Context: an optimization exercise on an open-source flow, tuned for a short achievable clock period and few clock cycles per item. The choices shown serve that exercise and are no tape-out recipe.
At most, simulation tests tie the RTL to the original design; equivalence was not proved.
Power and IR drop assume default switching activity.

Setup of run A:
// mm_top
module mm_top (
    input  logic         clk_buf,
    input  logic         sys_reset,
    input  logic         cmd_valid,
    input  logic [(4 * 8)-1:0] cmd_word,
    output logic         cmd_credit,
    output logic         res_valid,
    output mm_data_pkg::mm_acc_t      res_data,
    input  logic         res_credit,
    output logic         busy,
    output logic         done
);
export LEC_CHECK = 0
export ABC_CLOCK_PERIOD_IN_PS = 2500
export CAP_MARGIN = 20
export CORE_MARGIN = 2
export CORE_UTILIZATION = 80
export CTS_CLUSTER_DIAMETER = 100
export CTS_CLUSTER_SIZE = 24
export PLACE_DENSITY = 0.85
export SLEW_MARGIN = 20
export SYNTH_HIERARCHICAL = 1
create_clock -name core_clock -period 10.5 [get_ports {clk_buf}]
standard.sh (not shown) runs the stock make flow with config.mk's settings and CLKGATE_MAP_FILE= SYNTH_SCRIPT=/design/flow/synth_recipe.tcl, a recipe that flattens the netlist after the stock synthesis.
==> flow/flow/run.sh <==
#!/bin/bash
set -euo pipefail
here=$(cd "$(dirname "$0")" && pwd)
MARGIN=$(cat "$here/margin.txt" 2>/dev/null || echo 7.5)
extra="SETUP_SLACK_MARGIN=${MARGIN} TNS_END_PERCENT=100 MATCH_CELL_FOOTPRINT=0"
if [[ -f "$here/cts_args.txt" ]]; then
  extra="$extra CTS_ARGS='$(tr '\n' ' ' < "$here/cts_args.txt")'"
fi
python3 - "$extra" <<'PY'
import sys
s = open('standard.sh').read()
key = ' "${@:-finish}"'
assert key in s
s = s.replace(key, ' ' + sys.argv[1] + key)
open('standard_knobs.sh', 'w').write(s)
PY
bash standard_knobs.sh > make_flow.log 2>&1
==> flow/flow/margin.txt <==
7.7
Both conditions hold for run A: the flow ran to the end and the final layout passed the timing, DRC and antenna checks.
Testbench counts of run A, summed over its fixed seeds: cycles 5,265, products 320.
Edits applied to the flow inputs when going from run A to run B:
- changing CORE_UTILIZATION from 80 to 90
- changing PLACE_DENSITY from 0.85 to 0.92
removed: flow/flow/margin.txt
==> comparison <==
FAIL run B @ global routing: tool exited with error
Of run A and run B, the run reporting the higher placed standard-cell area was run A.
Between run A and run B, the flow reports die width decreasing by a few percent.
Going from run A to run B, hold buffer count at CTS held steady; cell count after placement fell by about 3.2%; post-CTS resize count shows a reduction of about 10%; routability-driven placement congestion ratio increased 0.029.
Taking run B as 1.0, run A lands at 1.5 on post-CTS setup buffer count.
On synthesized area per cell, run A and run B are neck and neck.
Between run B and run A, it is run B whose effective utilization at floorplan is higher, by 9.7 points.
Measured against each other, run A and run B differ in worst slack at placement, the lower figure coming from run B.
Die span in y was higher in run A than in run B.
For run C, these inputs were changed with respect to run B:
- ABC_CLOCK_PERIOD_IN_PS now 1500, was 2500
- CORE_UTILIZATION now 80, was 90
- CTS_CLUSTER_DIAMETER now 80, was 100
- PLACE_DENSITY now 0.85, was 0.92
- CTS_CLUSTER_SIZE now 20, was 24
[summary]
The remaining runs in run C and run B completed every stage, whereas run B halted early.
Run B: aborted in global routing (tool error)
Of run C and run B, the higher horizontal extent of the die belongs to run C.
Diff run B..run C | net count of the mapped netlist | unchanged
Compared with run B, run C shows a total clock buffers created by CTS that is about 17% higher.
Relative to run B, post-place setup slack increased by 0.28 ns in run C.
Changes in run D relative to run C:
- PLACE_DENSITY now 0.75, was 0.85
- CTS_CLUSTER_SIZE now 24, was 20
- CORE_UTILIZATION now 65, was 80
- CTS_CLUSTER_DIAMETER now 100, was 80
- ABC_CLOCK_PERIOD_IN_PS now 2500, was 1500
Results
Lower global-route wire length before repair among run C and run D: run D. Compared with run C, run D shows total power that has gone down by a few percent. Between run C and run D, the worst supply voltage drop on vdd is lower for run D.

---

mm_top, a different RTL version from the one above (not shown whole).
For scale: roughly 1,300 flip-flops, about 72 I/O pins, roughly 54,000 um^2 of cells after synthesis.
Settings: LEC_CHECK=0, ABC_CLOCK_PERIOD_IN_PS=2500, CAP_MARGIN=20, CORE_MARGIN=2, CORE_UTILIZATION=65, CTS_CLUSTER_DIAMETER=100, CTS_CLUSTER_SIZE=24, PLACE_DENSITY=0.75, SLEW_MARGIN=20; clock period 10.5 ns.
==> flow/flow/run.sh <==
#!/bin/bash
set -euo pipefail
MARGIN=${MARGIN:-7.5}
sed "s/ \"\${@:-finish}\"\$/ SETUP_SLACK_MARGIN=${MARGIN} TNS_END_PERCENT=100 \"\${@:-finish}\"/" standard.sh > standard_margin.sh
grep -q "SETUP_SLACK_MARGIN=${MARGIN}" standard_margin.sh
bash standard_margin.sh > make_flow.log 2>&1
The first run finished with timing, DRC and antenna clean.
Edit:
Settings changed: CORE_UTILIZATION 65 to 40, PLACE_DENSITY 0.75 to not set.
What happened:
- The new run went through all stages and came out clean
- via count goes down by 3.2%
- core utilization came out lower by 26 points
- flip-flop and latch count is unchanged
- critical path depth stays the same
- routed wire length came out higher by 3.0%
No run of this note included a check of the RTL's function; only the layout flow was run.

---

## tundra
mm_top with an RTL version that a note above also has.
For scale: ~3600 cells after synthesis.
==> flow/design.v (excerpt) <==
module mm_top (
    input  logic         clk_buf,
    input  logic         sys_reset,
    input  logic         cmd_valid,
    input  logic [(4 * 8)-1:0] cmd_word,
    output logic         cmd_credit,
    output logic         res_valid,
    output mm_data_pkg::mm_acc_t      res_data,
    input  logic         res_credit,
    output logic         busy,
    output logic         done
);
==> flow/config.mk <==
export PLATFORM = sky130hd
export DESIGN_NAME = mm_top
export DESIGN_NICKNAME = mm_top
export VERILOG_FILES = /design/flow/design.v
export SDC_FILE = /design/flow/constraint.sdc
export NUM_CORES = 4
export LEC_CHECK = 0
export ABC_CLOCK_PERIOD_IN_PS = 2500
export CAP_MARGIN = 20
export CORE_MARGIN = 2
export CORE_UTILIZATION = 80
export CTS_CLUSTER_DIAMETER = 80
export CTS_CLUSTER_SIZE = 20
export PLACE_DENSITY = 0.85
export SLEW_MARGIN = 20
export SYNTH_HIERARCHICAL = 1
==> flow/constraint.sdc <==
create_clock -name core_clock -period 10.5 [get_ports {clk_buf}]
set_input_delay 2.1000 -clock core_clock [delete_from_list [all_inputs] [get_ports {clk_buf}]]
set_output_delay 2.1000 -clock core_clock [all_outputs]
set_load 0.01 [all_outputs]
==> flow/flow/run.sh <==
#!/bin/bash
set -euo pipefail
here=$(cd "$(dirname "$0")" && pwd)
MARGIN=$(cat "$here/margin.txt" 2>/dev/null || echo 7.5)
extra="SETUP_SLACK_MARGIN=${MARGIN} TNS_END_PERCENT=100 MATCH_CELL_FOOTPRINT=0"
if [[ -f "$here/cts_args.txt" ]]; then
  extra="$extra CTS_ARGS='$(tr '\n' ' ' < "$here/cts_args.txt")'"
fi
python3 - "$extra" <<'PY'
import sys
s = open('standard.sh').read()
key = ' "${@:-finish}"'
assert key in s
s = s.replace(key, ' ' + sys.argv[1] + key)
open('standard_knobs.sh', 'w').write(s)
PY
bash standard_knobs.sh > make_flow.log 2>&1
Testbench counts of tundra, summed over its fixed seeds: cycles 5,265, products 320.
> inputs changed (tundra -> umber)
Settings: swapping 80 for 40 in CORE_UTILIZATION; swapping 20 for 24 in CTS_CLUSTER_SIZE; swapping 80 for 100 in CTS_CLUSTER_DIAMETER; clearing PLACE_DENSITY, which used to be 0.85.
Results
Compared with tundra, umber shows via count of the routed design lower by 2964.
Area growth from synthesis to final layout: umber > tundra
Between tundra and umber, count of TritonRoute iterations in the first routing pass decreased.
tundra and umber ended up with nearly the same multi-input logic area.
The launching element of the worst setup path comes out u_done_out.q in one run and u_drain.g_res[7].u_bit.q in the other, namely in tundra and umber respectively.
--- input diff umber..willow ---
Settings: a change of CTS_CLUSTER_DIAMETER from 100 to 60; an added PLACE_DENSITY of 0.85; a change of CORE_UTILIZATION from 40 to 80; a change of CTS_CLUSTER_SIZE from 24 to 16.
### Flow results
From willow to umber, number of max-cap violations did not move at all. willow gives less number of gates resized after cts than umber did. willow vs. umber: slack of the critical path increased by 30 ps relative to the old numbers, power increased by 6.7% relative to the old numbers. willow against umber: per-cell via count in the routed design grew by 32%; global-route wire length before repair grew by about 9%; area of the core shrank by 0.069 mm2. willow has period utilization below what umber had.
--- input diff willow..delta ---
Settings: CTS_CLUSTER_DIAMETER: 60 -> 100; CTS_CLUSTER_SIZE: 16 -> 24.
==> comparison <==
delta: flow completed, timing, DRC and antenna clean
Re setup slack: willow and delta aren't equal, and the higher value belongs to delta.
| sum of met2 wire segment lengths after detailed routing | delta vs willow | 5.2% lower |
Compared to willow, the router laid down less metal wire for delta.
Against willow, delta reports a number of cells traversed by the worst register-to-register path that is higher.
The hold slack number comes out higher for delta vs willow.
delta: signal arrival time at the worst endpoint is 20 ps lower than what willow reported.
delta vs willow: leakage power of the design down
Looking only at fraction of area in multi-input gates, and setting everything else aside, the higher value of willow and delta goes to delta.
Between willow and delta, the register area figures differ only marginally.

---

Another version of the RTL of mm_top (not shown whole).
Size: roughly 3500 cells after synthesis, ~56000 µm² of cells after synthesis.
make LEC_CHECK=0 ABC_CLOCK_PERIOD_IN_PS=2500 CAP_MARGIN=20 CORE_MARGIN=2 CORE_UTILIZATION=40 SETUP_SLACK_MARGIN=5 SLEW_MARGIN=20 finish   # period 10.5 ns
run.sh (not shown) runs the stock make flow with config.mk's settings and CLKGATE_MAP_FILE= SYNTH_SCRIPT=/design/flow/synth_recipe.tcl, a recipe that flattens the netlist after the stock synthesis.
Stock flow here: none of the scripts above is used.
Testbench counts at the start, summed over its fixed seeds: cycles 5,281, products 320.
Next try:
==> flow/flow/run.sh (new file) <==
#!/bin/bash
set -euo pipefail
MARGIN=${MARGIN:-7.5}
sed "s/ \"\${@:-finish}\"\$/ SETUP_SLACK_MARGIN=${MARGIN} TNS_END_PERCENT=100 \"\${@:-finish}\"/" standard.sh > standard_margin.sh
grep -q "SETUP_SLACK_MARGIN=${MARGIN}" standard_margin.sh
bash standard_margin.sh > make_flow.log 2>&1
==> flow/standard.sh (new file) <==
#!/bin/bash
# synth_recipe.tcl (not shown) runs the flow's synth.tcl, then flattens the netlist and writes it again
# the make line also repeats each setting of config.mk as NAME=value (left out here)
make -C /OpenROAD-flow-scripts/flow DESIGN_CONFIG=/design/flow/config.mk WORK_HOME=/design/flow/orfs CLKGATE_MAP_FILE= SYNTH_SCRIPT=/design/flow/synth_recipe.tcl "${@:-finish}"
- CORE_UTILIZATION: 40 -> 65
- PLACE_DENSITY: not set -> 0.75
- SETUP_SLACK_MARGIN: 5 -> not set
removed: flow/run.sh
Effect: Hold slack improved by 16 ps. Via count increases by 6.5%. Synthesized cell count is unchanged. Total power came out higher by 2.6%. Fmax grows by about 40%. Final cell count drops by about 13%.
Next try:
- CORE_UTILIZATION: 65 -> 40
- CTS_CLUSTER_DIAMETER: not set -> 100
- CTS_CLUSTER_SIZE: not set -> 30
- PLACE_DENSITY: 0.75 -> not set
Design area goes down by a few percent. Non-clock buffer count goes up by 19. Clock-buffer cell count goes down by 87. Worst setup slack improves by 90 ps. Maximum frequency goes up by a few percent. Flip-flop and latch count does not change. Worst hold slack improves by 6.9 ps. Power goes down by roughly a tenth. First-iteration DRC count goes down by a quarter to a third. Final cell count goes up by roughly a tenth. Wire length goes down by a few percent.
Next try:
- CTS_CLUSTER_DIAMETER: 100 -> not set
- CTS_CLUSTER_SIZE: 30 -> not set
The new run completed with no timing, DRC or antenna violations.
Sequential power stays flat.
Total power grows by 13%.
Via count grows by 3.9%.

-- separate check: timing with driven ports --
In the flow no input, the clock included, has a driving cell. The finished layouts below were timed again as built, in two steps.
Step 1 sets driving cells, clkbuf_16 on the clock port and buf_2 on the other inputs (assumed; they add their load-dependent delay and slew).
Step 2 moves the port delays by t, midway between the first and last clock arrival at a register: inputs arrive t later, outputs are due t later. That takes back most of the time a late clock gives input paths.
Three values: ideal ports, drivers, drivers and shift; two values: the first two.
run | t, ns | slack for setup (ns) | slew at the worst register clock pin (ns) | cell pins on the clock port's net
run A | 0.719 | 7.297 / 7.226 / 7.194 | 0.11 / 0.11 | 1
run C | 0.703 | 7.315 / 7.247 / 6.958 | 0.09 / 0.09 | 1
run D | 0.714 | 7.278 / 7.208 / 7.044 | 0.10 / 0.10 | 1
the first run of note 2 | 0.740 | 7.112 / 7.042 / 6.956 | 0.10 / 0.10 | 1
the second run of note 2 | 0.715 | 7.103 / 7.033 / 6.975 | 0.10 / 0.10 | 1
tundra | 0.703 | 7.315 / 7.247 / 6.958 | 0.09 / 0.09 | 1
umber | 0.760 | 7.248 / 7.172 / 6.919 | 0.10 / 0.10 | 1
willow | 0.736 | 7.278 / 7.208 / 6.921 | 0.08 / 0.08 | 1
delta | 0.715 | 7.297 / 7.228 / 6.951 | 0.10 / 0.10 | 1
the first run of note 4 | 0.832 | 5.398 / 5.398 / 5.398 | 0.06 / 0.06 | 1
the second run of note 4 | 0.803 | 6.850 / 6.785 / 6.847 | 0.07 / 0.07 | 1
the third run of note 4 | 0.767 | 6.940 / 6.867 / 6.856 | 0.12 / 0.12 | 1
the fourth run of note 4 | 0.837 | 6.885 / 6.810 / 6.882 | 0.06 / 0.06 | 1
After both steps setup and hold are still met in every run listed. The worst setup slack also covers recovery checks on asynchronous resets.
